This is an optimization exercise on Yosys and OpenROAD, whose aim is small area and a short achievable clock period, not a production implementation.
At most, simulation tests tie the RTL to the original design; equivalence was not proved.
Power is estimated from default activity; no workload was simulated.

==> inputs of v26 <==
==> flow/design.v <==
package prefetcher_stub_pkg;
    localparam logic [1:0] RESP_OKAY   = 2'b00;
    localparam logic [1:0] RESP_SLVERR = 2'b10;
endpackage
module stub_ar_fifo #(
    parameter int WIDTH     = 8,
    parameter int LOG_DEPTH = 2
) (
    input  logic                 clk,
    input  logic                 rst,
    input  logic                 push,
    input  logic [WIDTH-1:0]     push_data,
    input  logic                 pop,
    output logic [WIDTH-1:0]     head,
    output logic                 full,
    output logic                 ready,
    output logic                 empty,
    output logic [LOG_DEPTH:0]   count
);
    localparam int DEPTH = 1 << LOG_DEPTH;
    logic [WIDTH-1:0]     store_r [DEPTH];
    logic [LOG_DEPTH-1:0] wr_ptr_r;
    logic [LOG_DEPTH-1:0] rd_ptr_r;
    logic [LOG_DEPTH:0]   cnt_r;
    logic [LOG_DEPTH:0]   cnt_nx;
    logic                 nempty_r;
    logic                 ready_r;
    logic                 do_push_s;
    logic                 do_pop_s;
    assign full      = cnt_r[LOG_DEPTH];
    assign empty     = !nempty_r;
    assign ready     = ready_r;
    assign count     = cnt_r;
    assign head      = store_r[rd_ptr_r];
    assign do_push_s = push && !full;
    assign do_pop_s  = pop && nempty_r;
    always_ff @(posedge clk) begin
        if (do_push_s) begin
            store_r[wr_ptr_r] <= push_data;
        end
    end
    always_comb begin
        cnt_nx = cnt_r;
        case ({do_push_s, do_pop_s})
            2'b10:   cnt_nx = cnt_r + (LOG_DEPTH+1)'(1);
            2'b01:   cnt_nx = cnt_r - (LOG_DEPTH+1)'(1);
            default: cnt_nx = cnt_r;
        endcase
    end
    always_ff @(posedge clk) begin
        if (rst) begin
            wr_ptr_r <= {LOG_DEPTH{1'b0}};
            rd_ptr_r <= {LOG_DEPTH{1'b0}};
            cnt_r    <= {(LOG_DEPTH+1){1'b0}};
            nempty_r <= 1'b0;
            ready_r  <= 1'b1;
        end else begin
            if (do_push_s) begin
                wr_ptr_r <= wr_ptr_r + LOG_DEPTH'(1);
            end
            if (do_pop_s) begin
                rd_ptr_r <= rd_ptr_r + LOG_DEPTH'(1);
            end
            cnt_r    <= cnt_nx;
            nempty_r <= (cnt_nx != {(LOG_DEPTH+1){1'b0}});
            ready_r  <= !cnt_nx[LOG_DEPTH];
        end
    end
endmodule
module axi_rd_mem_stub #(
    parameter int ADDR_BITS            = 16,
    parameter int LOG_BLOCK_DATA_BYTES = 0,
    parameter int MEM_WORD_BITS        = 8,
    parameter int BURST_LEN_WIDTH      = 8,
    parameter int TID_WIDTH            = 8,
    parameter int LOG_OUTSTANDING      = 2,
    parameter int LAT_WIDTH            = 6,
    localparam int DATA_WIDTH          = 8 << LOG_BLOCK_DATA_BYTES
) (
    input  logic                       clk,
    input  logic                       rst,
    input  logic                       s_ar_valid,
    output logic                       s_ar_ready,
    input  logic [ADDR_BITS-1:0]       s_ar_addr,
    input  logic [BURST_LEN_WIDTH-1:0] s_ar_len,
    input  logic [TID_WIDTH-1:0]       s_ar_id,
    output logic                       s_r_valid,
    input  logic                       s_r_ready,
    output logic [DATA_WIDTH-1:0]      s_r_data,
    output logic [TID_WIDTH-1:0]       s_r_id,
    output logic                       s_r_last,
    output logic [1:0]                 s_r_resp,
    input  logic [LAT_WIDTH-1:0]       cfg_latency,
    input  logic                       ld_en,
    input  logic [MEM_WORD_BITS-1:0]   ld_addr,
    input  logic [DATA_WIDTH-1:0]      ld_data,
    output logic [LOG_OUTSTANDING:0]   outstanding,
    output logic                       busy
);
    localparam int IDX_W    = ADDR_BITS - LOG_BLOCK_DATA_BYTES;
    localparam int ENTRY_W  = IDX_W + BURST_LEN_WIDTH + TID_WIDTH;
    localparam int OUT_W    = LOG_OUTSTANDING + 1;
    localparam int WORDS    = 1 << MEM_WORD_BITS;
    localparam int ROW_BITS = MEM_WORD_BITS / 2;
    localparam int COL_BITS = MEM_WORD_BITS - ROW_BITS;
    localparam int ROWS     = 1 << ROW_BITS;
    localparam int COLS     = 1 << COL_BITS;
    logic [WORDS*DATA_WIDTH-1:0] mem_r;
    logic [ENTRY_W-1:0]         push_entry_s;
    logic [ENTRY_W-1:0]         head_entry_s;
    logic                       fifo_full_s;
    logic                       fifo_ready_s;
    logic                       fifo_empty_s;
    logic [OUT_W-1:0]           fifo_count_s;
    logic                       push_s;
    logic                       pop_s;
    logic [IDX_W-1:0]           head_idx_s;
    logic [BURST_LEN_WIDTH-1:0] head_len_s;
    logic [TID_WIDTH-1:0]       head_id_s;
    logic                       busy_r;
    logic                       idle_r;
    logic                       valid_r;
    logic                       nvalid_r;
    logic [IDX_W-1:0]           cur_idx_r;
    logic                       in_range_r;  
    logic                       ld_hit_r;    
    logic [BURST_LEN_WIDTH-1:0] rem_r;       
    logic [LAT_WIDTH-1:0]       lat_r;
    logic                       lat_one_r;   
    logic [OUT_W-1:0]           out_r;
    logic [DATA_WIDTH-1:0]      r_data_r;
    logic [TID_WIDTH-1:0]       r_id_r;
    logic                       r_last_r;    
    logic                       nlast_r;     
    logic                       r_err_r;
    logic                       cap_idle_s;
    logic                       cap_wait_s;
    logic                       cap_beat_s;
    logic                       capture_s;
    logic                       done_s;
    logic                       load_s;
    logic                       pay_en_s;
    logic                       lat_zero_s;
    logic [IDX_W-1:0]           inc_idx_s;
    logic [IDX_W-1:0]           new_idx_s;
    logic [IDX_W-1:0]           nxt_idx_s;
    logic [DATA_WIDTH-1:0]      rd_word_s;
    logic [DATA_WIDTH-1:0]      rd_data_s;
    logic [BURST_LEN_WIDTH-1:0] cap_rem_s;
    assign push_entry_s = {IDX_W'(s_ar_addr >> LOG_BLOCK_DATA_BYTES), s_ar_len, s_ar_id};
    assign {head_idx_s, head_len_s, head_id_s} = head_entry_s;
    assign push_s = s_ar_valid && !fifo_full_s;
    assign pop_s  = idle_r && !fifo_empty_s;
    stub_ar_fifo #(
        .WIDTH     (ENTRY_W),
        .LOG_DEPTH (LOG_OUTSTANDING)
    ) u_ar_fifo (
        .clk       (clk),
        .rst       (rst),
        .push      (s_ar_valid),
        .push_data (push_entry_s),
        .pop       (pop_s),
        .head      (head_entry_s),
        .full      (fifo_full_s),
        .ready     (fifo_ready_s),
        .empty     (fifo_empty_s),
        .count     (fifo_count_s)
    );
    logic [ROWS-1:0]       ld_row_r;
    logic [COLS-1:0]       ld_col_r;
    logic [DATA_WIDTH-1:0] ld_data_r;
    always_ff @(posedge clk) begin
        ld_row_r  <= ld_en ? (ROWS'(1) << ld_addr[MEM_WORD_BITS-1:COL_BITS]) : {ROWS{1'b0}};
        ld_col_r  <= COLS'(1) << ld_addr[COL_BITS-1:0];
        ld_data_r <= ld_data;
    end
    for (genvar w = 0; w < WORDS; w++) begin : g_word
        always_ff @(posedge clk) begin
            if (ld_row_r[w / COLS] && ld_col_r[w % COLS]) begin
                mem_r[w*DATA_WIDTH +: DATA_WIDTH] <= ld_data_r;
            end
        end
    end
    assign rd_word_s = mem_r[cur_idx_r[MEM_WORD_BITS-1:0]*DATA_WIDTH +: DATA_WIDTH];
    assign rd_data_s = !in_range_r ? {DATA_WIDTH{1'b0}} : ld_hit_r ? ld_data_r : rd_word_s;
    assign lat_zero_s = (cfg_latency == {LAT_WIDTH{1'b0}});
    assign cap_idle_s = pop_s && lat_zero_s;
    assign cap_wait_s = !idle_r && nvalid_r && lat_one_r;
    assign cap_beat_s = !nvalid_r && s_r_ready && nlast_r;
    assign capture_s  = cap_idle_s || cap_wait_s || cap_beat_s;
    assign done_s     = !nvalid_r && s_r_ready && !nlast_r;
    assign load_s     = (idle_r && fifo_empty_s) || done_s;
    assign pay_en_s   = nvalid_r || s_r_ready;
    assign cap_rem_s  = idle_r ? head_len_s : rem_r;
    assign inc_idx_s = cur_idx_r + IDX_W'(1);
    assign new_idx_s = fifo_empty_s ? IDX_W'(s_ar_addr >> LOG_BLOCK_DATA_BYTES) : head_idx_s;
    assign nxt_idx_s = capture_s ? inc_idx_s : load_s ? new_idx_s : cur_idx_r;
    always_ff @(posedge clk) begin
        cur_idx_r  <= nxt_idx_s;
        in_range_r <= ((nxt_idx_s >> MEM_WORD_BITS) == {IDX_W{1'b0}});
        ld_hit_r   <= ld_en && (ld_addr == nxt_idx_s[MEM_WORD_BITS-1:0]);
    end
    always_ff @(posedge clk) begin
        if (rst) begin
            busy_r     <= 1'b0;
            idle_r     <= 1'b1;
            valid_r    <= 1'b0;
            nvalid_r   <= 1'b1;
            out_r      <= {OUT_W{1'b0}};
            rem_r      <= {BURST_LEN_WIDTH{1'b0}};
            lat_r      <= {LAT_WIDTH{1'b0}};
            lat_one_r  <= 1'b0;
            r_data_r   <= {DATA_WIDTH{1'b0}};
            r_id_r     <= {TID_WIDTH{1'b0}};
            r_last_r   <= 1'b0;
            nlast_r    <= 1'b1;
            r_err_r    <= 1'b0;
        end else begin
            out_r <= out_r + OUT_W'(push_s) - OUT_W'(done_s);
            if (pop_s) begin
                busy_r   <= 1'b1;
                idle_r   <= 1'b0;
                valid_r  <= lat_zero_s;
                nvalid_r <= !lat_zero_s;
            end else if (cap_wait_s) begin
                valid_r  <= 1'b1;
                nvalid_r <= 1'b0;
            end else if (done_s) begin
                busy_r   <= 1'b0;
                idle_r   <= 1'b1;
                valid_r  <= 1'b0;
                nvalid_r <= 1'b1;
            end
            if (pop_s) begin
                lat_r     <= cfg_latency;
                lat_one_r <= (cfg_latency == LAT_WIDTH'(1));
            end else begin
                lat_r     <= lat_r - LAT_WIDTH'(1);
                lat_one_r <= (lat_r == LAT_WIDTH'(2));
            end
            if (pop_s) begin
                r_id_r <= head_id_s;
                rem_r  <= head_len_s;
            end
            if (capture_s) begin
                rem_r <= cap_rem_s - BURST_LEN_WIDTH'(1);
            end
            if (pay_en_s) begin
                r_data_r <= rd_data_s;
                r_err_r  <= !in_range_r;
                r_last_r <= (cap_rem_s == {BURST_LEN_WIDTH{1'b0}});
                nlast_r  <= (cap_rem_s != {BURST_LEN_WIDTH{1'b0}});
            end
        end
    end
    assign s_ar_ready  = fifo_ready_s;
    assign s_r_valid   = valid_r;
    assign s_r_data    = r_data_r;
    assign s_r_id      = r_id_r;
    assign s_r_last    = r_last_r;
    assign s_r_resp    = r_err_r ? prefetcher_stub_pkg::RESP_SLVERR : prefetcher_stub_pkg::RESP_OKAY;
    assign busy        = busy_r;
    assign outstanding = out_r;
endmodule
==> flow/flow/run.sh <==
#!/bin/bash
# Standard ORFS layout (standard.sh), with two changes to how it is made:
# the port buffers are plain buffers (buffer_ports otherwise picks a delay
# cell), and timing repair may resize cells across footprints.
set -euo pipefail
bash standard.sh MATCH_CELL_FOOTPRINT=0 "BUFFER_PORTS_ARGS=-buffer_cell sky130_fd_sc_hd__buf_2" finish > make_finish.log 2>&1
==> flow/standard.sh <==
#!/bin/bash
# synth_recipe.tcl (not shown) runs the flow's synth.tcl, then flattens the netlist and writes it again
# the make line also repeats each setting of config.mk as NAME=value (left out here)
make -C /OpenROAD-flow-scripts/flow DESIGN_CONFIG=/design/flow/config.mk WORK_HOME=/design/flow/orfs CLKGATE_MAP_FILE= SYNTH_SCRIPT=/design/flow/synth_recipe.tcl "${@:-finish}"
==> flow/config.mk <==
export PLATFORM = sky130hd
export DESIGN_NAME = axi_rd_mem_stub
export DESIGN_NICKNAME = axi_rd_mem_stub
export VERILOG_FILES = /design/flow/design.v
export SDC_FILE = /design/flow/constraint.sdc
export NUM_CORES = 4
export LEC_CHECK = 0
export CAP_MARGIN = 20
export CORE_MARGIN = 2
export CORE_UTILIZATION = 65
export CTS_CLUSTER_DIAMETER = 80
export CTS_CLUSTER_SIZE = 24
export PLACE_DENSITY = 0.72
export SETUP_SLACK_MARGIN = 3.2
export SLEW_MARGIN = 20
export TNS_END_PERCENT = 5
==> flow/constraint.sdc <==
create_clock -name core_clock -period 5.5 [get_ports {clk}]
set_input_delay 1.1000 -clock core_clock [delete_from_list [all_inputs] [get_ports {clk}]]
set_output_delay 1.1000 -clock core_clock [all_outputs]
set_load 0.01 [all_outputs]
==> v1 (differences from v26) <==
==> flow/design.v, changed modules only <==
module stub_ar_fifo #(
    parameter int WIDTH     = 8,
    parameter int LOG_DEPTH = 2
) (
    input  logic                 clk,
    input  logic                 rst,
    input  logic                 push,
    input  logic [WIDTH-1:0]     push_data,
    input  logic                 pop,
    output logic [WIDTH-1:0]     head,
    output logic                 full,
    output logic                 empty,
    output logic [LOG_DEPTH:0]   count
);
    localparam int DEPTH = 1 << LOG_DEPTH;
    logic [WIDTH-1:0]     store_r [DEPTH];
    logic [LOG_DEPTH-1:0] wr_ptr_r;
    logic [LOG_DEPTH-1:0] rd_ptr_r;
    logic [LOG_DEPTH:0]   cnt_r;
    logic [LOG_DEPTH:0]   cnt_nx;
    logic                 nempty_r;
    logic                 do_push_s;
    logic                 do_pop_s;
    assign full      = cnt_r[LOG_DEPTH];
    assign empty     = !nempty_r;
    assign count     = cnt_r;
    assign head      = store_r[rd_ptr_r];
    assign do_push_s = push && !full;
    assign do_pop_s  = pop && nempty_r;
    always_ff @(posedge clk) begin
        if (do_push_s) begin
            store_r[wr_ptr_r] <= push_data;
        end
    end
    always_comb begin
        cnt_nx = cnt_r;
        case ({do_push_s, do_pop_s})
            2'b10:   cnt_nx = cnt_r + (LOG_DEPTH+1)'(1);
            2'b01:   cnt_nx = cnt_r - (LOG_DEPTH+1)'(1);
            default: cnt_nx = cnt_r;
        endcase
    end
    always_ff @(posedge clk) begin
        if (rst) begin
            wr_ptr_r <= {LOG_DEPTH{1'b0}};
            rd_ptr_r <= {LOG_DEPTH{1'b0}};
            cnt_r    <= {(LOG_DEPTH+1){1'b0}};
            nempty_r <= 1'b0;
        end else begin
            if (do_push_s) begin
                wr_ptr_r <= wr_ptr_r + LOG_DEPTH'(1);
            end
            if (do_pop_s) begin
                rd_ptr_r <= rd_ptr_r + LOG_DEPTH'(1);
            end
            cnt_r    <= cnt_nx;
            nempty_r <= (cnt_nx != {(LOG_DEPTH+1){1'b0}});
        end
    end
endmodule
module axi_rd_mem_stub #(
    parameter int ADDR_BITS            = 16,
    parameter int LOG_BLOCK_DATA_BYTES = 0,
    parameter int MEM_WORD_BITS        = 8,
    parameter int BURST_LEN_WIDTH      = 8,
    parameter int TID_WIDTH            = 8,
    parameter int LOG_OUTSTANDING      = 2,
    parameter int LAT_WIDTH            = 6,
    localparam int DATA_WIDTH          = 8 << LOG_BLOCK_DATA_BYTES
) (
    input  logic                       clk,
    input  logic                       rst,
    input  logic                       s_ar_valid,
    output logic                       s_ar_ready,
    input  logic [ADDR_BITS-1:0]       s_ar_addr,
    input  logic [BURST_LEN_WIDTH-1:0] s_ar_len,
    input  logic [TID_WIDTH-1:0]       s_ar_id,
    output logic                       s_r_valid,
    input  logic                       s_r_ready,
    output logic [DATA_WIDTH-1:0]      s_r_data,
    output logic [TID_WIDTH-1:0]       s_r_id,
    output logic                       s_r_last,
    output logic [1:0]                 s_r_resp,
    input  logic [LAT_WIDTH-1:0]       cfg_latency,
    input  logic                       ld_en,
    input  logic [MEM_WORD_BITS-1:0]   ld_addr,
    input  logic [DATA_WIDTH-1:0]      ld_data,
    output logic [LOG_OUTSTANDING:0]   outstanding,
    output logic                       busy
);
    localparam int IDX_W   = ADDR_BITS - LOG_BLOCK_DATA_BYTES;
    localparam int ENTRY_W = IDX_W + BURST_LEN_WIDTH + TID_WIDTH;
    localparam int OUT_W   = LOG_OUTSTANDING + 1;
    localparam int WORDS    = 1 << MEM_WORD_BITS;
    localparam int ROW_BITS = MEM_WORD_BITS / 2;
    localparam int COL_BITS = MEM_WORD_BITS - ROW_BITS;
    localparam int ROWS     = 1 << ROW_BITS;
    localparam int COLS     = 1 << COL_BITS;
    logic [WORDS*DATA_WIDTH-1:0] mem_r;
    logic [ENTRY_W-1:0]         push_entry_s;
    logic [ENTRY_W-1:0]         head_entry_s;
    logic                       fifo_full_s;
    logic                       fifo_empty_s;
    logic [OUT_W-1:0]           fifo_count_s;
    logic                       push_s;
    logic                       pop_s;
    logic [IDX_W-1:0]           head_idx_s;
    logic [BURST_LEN_WIDTH-1:0] head_len_s;
    logic [TID_WIDTH-1:0]       head_id_s;
    logic                       busy_r;
    logic                       valid_r;
    logic [IDX_W-1:0]           cur_idx_r;
    logic [BURST_LEN_WIDTH-1:0] rem_r;       
    logic [LAT_WIDTH-1:0]       lat_r;
    logic                       lat_one_r;   
    logic [OUT_W-1:0]           out_r;
    logic [DATA_WIDTH-1:0]      r_data_r;
    logic [TID_WIDTH-1:0]       r_id_r;
    logic                       r_last_r;
    logic                       r_err_r;
    logic                       cap_idle_s;
    logic                       cap_wait_s;
    logic                       cap_beat_s;
    logic                       capture_s;
    logic                       done_s;
    logic                       lat_zero_s;
    logic                       in_range_s;
    logic [DATA_WIDTH-1:0]      rd_word_s;
    logic [DATA_WIDTH-1:0]      rd_data_s;
    logic                       ld_hit_s;
    logic [BURST_LEN_WIDTH-1:0] cap_rem_s;
    assign push_entry_s = {IDX_W'(s_ar_addr >> LOG_BLOCK_DATA_BYTES), s_ar_len, s_ar_id};
    assign {head_idx_s, head_len_s, head_id_s} = head_entry_s;
    assign push_s = s_ar_valid && !fifo_full_s;
    assign pop_s  = !busy_r && !fifo_empty_s;
    stub_ar_fifo #(
        .WIDTH     (ENTRY_W),
        .LOG_DEPTH (LOG_OUTSTANDING)
    ) u_ar_fifo (
        .clk       (clk),
        .rst       (rst),
        .push      (s_ar_valid),
        .push_data (push_entry_s),
        .pop       (pop_s),
        .head      (head_entry_s),
        .full      (fifo_full_s),
        .empty     (fifo_empty_s),
        .count     (fifo_count_s)
    );
    logic [ROWS-1:0]       ld_row_r;
    logic [COLS-1:0]       ld_col_r;
    logic [DATA_WIDTH-1:0] ld_data_r;
    always_ff @(posedge clk) begin
        ld_row_r  <= ld_en ? (ROWS'(1) << ld_addr[MEM_WORD_BITS-1:COL_BITS]) : {ROWS{1'b0}};
        ld_col_r  <= COLS'(1) << ld_addr[COL_BITS-1:0];
        ld_data_r <= ld_data;
    end
    for (genvar w = 0; w < WORDS; w++) begin : g_word
        always_ff @(posedge clk) begin
            if (ld_row_r[w / COLS] && ld_col_r[w % COLS]) begin
                mem_r[w*DATA_WIDTH +: DATA_WIDTH] <= ld_data_r;
            end
        end
    end
    assign lat_zero_s = (cfg_latency == {LAT_WIDTH{1'b0}});
    assign cap_idle_s = pop_s && lat_zero_s;
    assign cap_wait_s = busy_r && !valid_r && lat_one_r;
    assign cap_beat_s = valid_r && s_r_ready && !r_last_r;
    assign capture_s  = cap_idle_s || cap_wait_s || cap_beat_s;
    assign done_s     = valid_r && s_r_ready && r_last_r;
    assign in_range_s = ((cur_idx_r >> MEM_WORD_BITS) == {IDX_W{1'b0}});
    assign rd_word_s  = mem_r[cur_idx_r[MEM_WORD_BITS-1:0]*DATA_WIDTH +: DATA_WIDTH];
    assign ld_hit_s   = ld_row_r[cur_idx_r[MEM_WORD_BITS-1:COL_BITS]] && ld_col_r[cur_idx_r[COL_BITS-1:0]];
    assign rd_data_s  = !in_range_s ? {DATA_WIDTH{1'b0}} : ld_hit_s ? ld_data_r : rd_word_s;
    assign cap_rem_s  = busy_r ? rem_r : head_len_s;
    always_ff @(posedge clk) begin
        if (rst) begin
            busy_r    <= 1'b0;
            valid_r   <= 1'b0;
            out_r     <= {OUT_W{1'b0}};
            rem_r     <= {BURST_LEN_WIDTH{1'b0}};
            lat_r     <= {LAT_WIDTH{1'b0}};
            lat_one_r <= 1'b0;
            cur_idx_r <= {IDX_W{1'b0}};
            r_data_r  <= {DATA_WIDTH{1'b0}};
            r_id_r    <= {TID_WIDTH{1'b0}};
            r_last_r  <= 1'b0;
            r_err_r   <= 1'b0;
        end else begin
            out_r <= out_r + OUT_W'(push_s) - OUT_W'(done_s);
            if (pop_s) begin
                busy_r  <= 1'b1;
                valid_r <= lat_zero_s;
            end else if (cap_wait_s) begin
                valid_r <= 1'b1;
            end else if (done_s) begin
                busy_r  <= 1'b0;
                valid_r <= 1'b0;
            end
            if (pop_s) begin
                lat_r     <= cfg_latency;
                lat_one_r <= (cfg_latency == LAT_WIDTH'(1));
            end else begin
                lat_r     <= lat_r - LAT_WIDTH'(1);
                lat_one_r <= (lat_r == LAT_WIDTH'(2));
            end
            if (pop_s) begin
                r_id_r <= head_id_s;
                rem_r  <= head_len_s;
            end
            if (capture_s) begin
                cur_idx_r <= cur_idx_r + IDX_W'(1);
                rem_r     <= cap_rem_s - BURST_LEN_WIDTH'(1);
            end else if ((!busy_r && fifo_empty_s) || done_s) begin
                cur_idx_r <= fifo_empty_s ? IDX_W'(s_ar_addr >> LOG_BLOCK_DATA_BYTES) : head_idx_s;
            end
            if (capture_s) begin
                r_data_r <= rd_data_s;
                r_err_r  <= !in_range_s;
                r_last_r <= (cap_rem_s == {BURST_LEN_WIDTH{1'b0}});
            end
        end
    end
    assign s_ar_ready  = !fifo_full_s;
    assign s_r_valid   = valid_r;
    assign s_r_data    = r_data_r;
    assign s_r_id      = r_id_r;
    assign s_r_last    = r_last_r;
    assign s_r_resp    = r_err_r ? prefetcher_stub_pkg::RESP_SLVERR : prefetcher_stub_pkg::RESP_OKAY;
    assign busy        = busy_r;
    assign outstanding = out_r;
endmodule
==> flow/run.sh (new file) <==
#!/bin/bash
# synth_recipe.tcl (not shown) runs the flow's synth.tcl, then flattens the netlist and writes it again
# the make line also repeats each setting of config.mk as NAME=value (left out here)
make -C /OpenROAD-flow-scripts/flow DESIGN_CONFIG=/design/flow/config.mk WORK_HOME=/design/flow/orfs CLKGATE_MAP_FILE= SYNTH_SCRIPT=/design/flow/synth_recipe.tcl finish
Settings changed: CORE_UTILIZATION 65 to 70, PLACE_DENSITY 0.72 to 0.76, SETUP_SLACK_MARGIN 3.2 to 2.9, TNS_END_PERCENT 5 to not set.
removed: flow/flow/run.sh
removed: flow/standard.sh
==> notes.md <==
                                                                                       v1                      v26
Worst hold slack                                                                 0.456 ns                 0.455 ns
Number of cell instances on the worst register-to-register path                         9                       11
Result of the run                                                          finished clean           finished clean
Crit path DAT                                                                     3.58 ns                  3.73 ns
Floorplan row count                                                                   130                      136
Number of different library cells in the post-synthesis netlist                        70                       77
Flip-flop and latch count after synthesis                                            2280                     2286
Final worst-path setup slack                                                      2.58 ns                  2.42 ns
Number of diodes added for antenna fixing                                              24                       40
Die Footprint                                                                 130000 um^2              141000 um^2
Power density of the placed cells                                             411 nW/um^2              462 nW/um^2
Area Growth Syn to Fin                                                              10.1%                    8.84%
Die outline width                                                                  361 um                   375 um
Post-layout instance count excluding filler cells                                    6524                     6683
Start of the worst register-to-register path                                 cur_idx_r[2]             cur_idx_r[0]
Via count of the first global-routing pass                                          44690                    44760
Synth Area in Adders                                                               0.213%                   0.212%
Area share of buffers outside the clock network                                     4.22%                    3.24%
Critical Path Sink                                                            r_data_r[2]              r_data_r[5]
Height of the chip                                                                 361 um                   375 um
Number of multi-input logic gates                                                    2023                     2047
Cell at the slowest stage of the critical path                   sky130_fd_sc_hd__and4b_2  sky130_fd_sc_hd__mux4_2
The RTL of v26 was laid out without a check of its function.

-- static timing again, ports no longer ideal --
The flow's constraints put no driver on any port. The routed layouts listed below were extracted and timed again, unchanged, in two steps. Step 1, drivers: a clkbuf_16 drives clk and a buf_2 each remaining input, both assumed. Step 2 times the ports against the registers' clock, not the clock port: input delays grow and output delays shrink by t, the midpoint of the rising clock arrivals with the driver on. Three values: ideal, step 1, step 2; two values: the first two.
| run | t, ns | slack for setup (ns) | clock arrival spread, ns | cell pins on the clock port's net |
|---|---|---|---|---|
| v26 | 0.824 | 2.423 / 2.423 / 1.896 | 0.026 / 0.026 | 1 |
| v1 | 0.837 | 2.577 / 2.577 / 2.028 | 0.041 / 0.042 | 1 |
After both steps setup and hold are still met in every run listed. The setup slack of v1, which loses most, moves by 0.000 ns with the drivers and by -0.549 ns with both steps.
